Source: an optimization exercise on an open RTL-to-GDS flow (aim: small area). Production flows keep margins and buffers that such runs may drop.
In this exercise RTL edits were held to simulation tests only and were not proved equivalent to the original.
No activity file was given, so power comes from the tool's default toggle rates.

// bank_serializer
module bank_serializer #(
    parameter int DATA_WIDTH = 16,
    parameter int NUM_BANKS  = 40,
    parameter int OUT_WIDTH  = 1
) (
    input  logic                            clk,
    input  logic                            reset_n,
    input  logic [NUM_BANKS*DATA_WIDTH-1:0] s_data,
    input  logic                            s_valid,
    output logic                            s_ready,
    output logic [OUT_WIDTH*DATA_WIDTH-1:0] m_data,
    output logic [OUT_WIDTH-1:0]            m_keep,
    output logic                            m_valid,
    input  logic                            m_ready,
    output logic                            m_last,
    output logic [15:0]                     frames_done
);
    localparam int BEAT_W = $clog2(NUM_BANKS);
    localparam logic [BEAT_W-1:0] LAST_BEAT = BEAT_W'(NUM_BANKS - 1);
    localparam int DW = DATA_WIDTH;
    logic [NUM_BANKS*DW-1:0] x_reg, y_reg;
    logic              x_full;    
    logic              y_full;    
    logic              y_off;     
    logic              x_pol;     
    logic              y_pol;     
    logic [BEAT_W-1:0] beat;
    logic [15:0]       frames_done_reg;
    logic in_hs, out_hs, last_hs, is_last, xfer, y_shift, y_hold;
  ...
Settings: LEC_CHECK=0, CAP_MARGIN=10, CELL_PAD_IN_SITES_DETAIL_PLACEMENT=1, CELL_PAD_IN_SITES_GLOBAL_PLACEMENT=1, CORE_MARGIN=2, CORE_UTILIZATION=40, CTS_BUF_LIST=sky130_fd_sc_hd__clkbuf_4, CTS_CLUSTER_DIAMETER=50, CTS_CLUSTER_SIZE=10, SETUP_SLACK_MARGIN=0.2, SLEW_MARGIN=10, SYNTH_HIERARCHICAL=1, SYNTH_MINIMUM_KEEP_SIZE=0; clock period 7.0 ns.
standard.sh (not shown) runs the stock make flow with config.mk's settings and CLKGATE_MAP_FILE= SYNTH_SCRIPT=/design/flow/synth_recipe.tcl, a recipe that flattens the netlist after the stock synthesis.
==> flow/flow/run.sh <==
#!/bin/bash
# Own layout flow: the standard ORFS flow (standard.sh) with two changes:
#  - buffer_ports gives every input and output port the smallest buffer
#    (sky130_fd_sc_hd__buf_1) instead of the delay buffer it picks by default;
#  - clock tree synthesis uses clkbuf_4 on sink clusters of at most 10
#    flip-flops within 50 um, and inserts no dummy loads.
# The ORFS tools' own logs stay under orfs/logs; make's output goes to standard.log.
set -euo pipefail
export BUFFER_PORTS_ARGS="-buffer_cell sky130_fd_sc_hd__buf_1"
export CTS_ARGS="-sink_clustering_enable -repair_clock_nets -buf_list sky130_fd_sc_hd__clkbuf_4 -sink_clustering_size 10 -sink_clustering_max_diameter 50 -dont_use_dummy_load"
bash standard.sh > standard.log 2>&1
The starting point completed with no timing, DRC or antenna violations.
Rerun with:
--- a/flow/config.mk
+++ b/flow/config.mk
@@ -11,3 +11,3 @@
 export CORE_MARGIN = 2
-export CORE_UTILIZATION = 40
+export CORE_UTILIZATION = 55
 export CTS_BUF_LIST = sky130_fd_sc_hd__clkbuf_4
Effect: Total power barely changes; count of clock-buffer cells in the layout falls by 3; register-to-register slack gets worse by 0.37 ns.
Rerun with:
==> flow/flow/run.sh (replaced) <==
#!/bin/bash
# Own layout flow: the standard ORFS flow (standard.sh) with two changes:
#  - buffer_ports gives every input and output port the smallest buffer
#    (sky130_fd_sc_hd__buf_1) instead of the delay buffer it picks by default;
#  - clock tree synthesis uses clkbuf_8 on sink clusters of at most 16
#    flip-flops within 70 um, and inserts no dummy loads.
# The ORFS tools' own logs stay under orfs/logs; make's output goes to standard.log.
set -euo pipefail
export BUFFER_PORTS_ARGS="-buffer_cell sky130_fd_sc_hd__buf_1"
export CTS_ARGS="-sink_clustering_enable -repair_clock_nets -buf_list sky130_fd_sc_hd__clkbuf_8 -sink_clustering_size 16 -sink_clustering_max_diameter 70 -dont_use_dummy_load"
bash standard.sh > standard.log 2>&1
--- a/flow/config.mk
+++ b/flow/config.mk
@@ -7,3 +7,3 @@
 export LEC_CHECK = 0
-export CAP_MARGIN = 10
+export CAP_MARGIN = 20
 export CELL_PAD_IN_SITES_DETAIL_PLACEMENT = 1
@@ -11,8 +11,8 @@
 export CORE_MARGIN = 2
-export CORE_UTILIZATION = 55
-export CTS_BUF_LIST = sky130_fd_sc_hd__clkbuf_4
-export CTS_CLUSTER_DIAMETER = 50
-export CTS_CLUSTER_SIZE = 10
+export CORE_UTILIZATION = 40
+export CTS_BUF_LIST = sky130_fd_sc_hd__clkbuf_8
+export CTS_CLUSTER_DIAMETER = 70
+export CTS_CLUSTER_SIZE = 16
 export SETUP_SLACK_MARGIN = 0.2
-export SLEW_MARGIN = 10
+export SLEW_MARGIN = 20
 export SYNTH_HIERARCHICAL = 1
Clock-buffer cell count falls by 56.
Synthesized area stays the same.
Routed wire length falls by about 0.9%.
Final cell count rises by about 6.5%.
Worst setup slack gets better by 0.89 ns.
Total power rises by 0.64%.
Hold slack gets worse by 0.0069 ns.
Design area rises by 1.3%.
Sequential cell count is unchanged.
Critical path depth falls by 2.

---

Another version of the RTL of bank_serializer (not shown whole).
Size in the first run: roughly 1300 flip-flops, roughly 680 I/O pins, ~38000 um^2 of cells after synthesis.
// bank_serializer
module bank_serializer #(
    parameter int DATA_WIDTH = 16,
    parameter int NUM_BANKS  = 40,
    parameter int OUT_WIDTH  = 1
) (
    input  logic                            clk,
    input  logic                            reset_n,
    input  logic [NUM_BANKS*DATA_WIDTH-1:0] s_data,
    input  logic                            s_valid,
    output logic                            s_ready,
    output logic [OUT_WIDTH*DATA_WIDTH-1:0] m_data,
    output logic [OUT_WIDTH-1:0]            m_keep,
    output logic                            m_valid,
    input  logic                            m_ready,
    output logic                            m_last,
    output logic [15:0]                     frames_done
);
export LEC_CHECK = 0
export CAP_MARGIN = 20
export CORE_MARGIN = 2
export CORE_UTILIZATION = 40
export SETUP_SLACK_MARGIN = 0.2
export SLEW_MARGIN = 20
export SYNTH_HIERARCHICAL = 1
export SYNTH_MINIMUM_KEEP_SIZE = 0
create_clock -name core_clock -period 7.0 [get_ports {clk}]
run.sh (not shown) runs the stock make flow with config.mk's settings and CLKGATE_MAP_FILE= SYNTH_SCRIPT=/design/flow/synth_recipe.tcl, a recipe that flattens the netlist after the stock synthesis.
Stock flow here: none of the scripts above is used.
The first run ran to the end with no violations.
Next try:
==> flow/flow/run.sh (new file) <==
#!/bin/bash
# Own layout flow: the standard ORFS flow, with the port buffers that
# buffer_ports inserts on every input and output made the smallest buffer.
set -euo pipefail
export BUFFER_PORTS_ARGS="-buffer_cell sky130_fd_sc_hd__buf_1"
bash standard.sh > standard.log 2>&1
==> flow/standard.sh (new file) <==
#!/bin/bash
# synth_recipe.tcl (not shown) runs the flow's synth.tcl, then flattens the netlist and writes it again
# the make line also repeats each setting of config.mk as NAME=value (left out here)
make -C /OpenROAD-flow-scripts/flow DESIGN_CONFIG=/design/flow/config.mk WORK_HOME=/design/flow/orfs CLKGATE_MAP_FILE= SYNTH_SCRIPT=/design/flow/synth_recipe.tcl "${@:-finish}"
Settings changed: CTS_BUF_LIST set to sky130_fd_sc_hd__clkbuf_4 sky130_fd_sc_hd__clkbuf_8.
removed: flow/run.sh
The new run finished with timing, DRC and antenna clean.
Sequential cell count does not change.
Routed wire length came out lower by 3.4%.
Hold slack gets worse by 0.014 ns.
Total power decreases by about 4.3%.
Clock skew increases by 0.017 ns.
Area after synthesis stays the same.

re-timing with driven ports:
Ports are ideal in the flow. The routed layouts listed here were re-timed in OpenROAD.
Step 1 (the two cells are an assumption about what drives the block):
set clk [get_ports {clk}]
set_driving_cell -lib_cell sky130_fd_sc_hd__clkbuf_16 $clk
set_driving_cell -lib_cell sky130_fd_sc_hd__buf_2 [delete_from_list [all_inputs] $clk]
Step 2 moves the port delays by t, midway between the first and last clock arrival at a register: inputs arrive t later, outputs are due t later. That takes back most of the time a late clock gives input paths.
a / b / c = ideal / step 1 / step 2; a / b = the first two.
| run | t (ns) | setup slack, ns | worst setup path at the end |
|---|---|---|---|
| the first run of note 1 | 1.097 | 2.656 / 2.590 / 2.692 | input to register |
| the second run of note 1 | 1.044 | 2.010 / 1.944 / 2.766 | input to register |
| the third run of note 1 | 0.793 | 2.899 / 2.834 / 2.756 | input to register |
| the first run of note 2 | 0.794 | 2.345 / 2.276 / 1.945 | input to register |
| the second run of note 2 | 0.913 | 1.791 / 1.791 / 1.473 | input to register |
After both steps setup and hold are still met in every run listed. For the first run of note 2, which loses most, drivers alone change the setup slack by -0.069 ns; drivers and shift together by -0.400 ns.
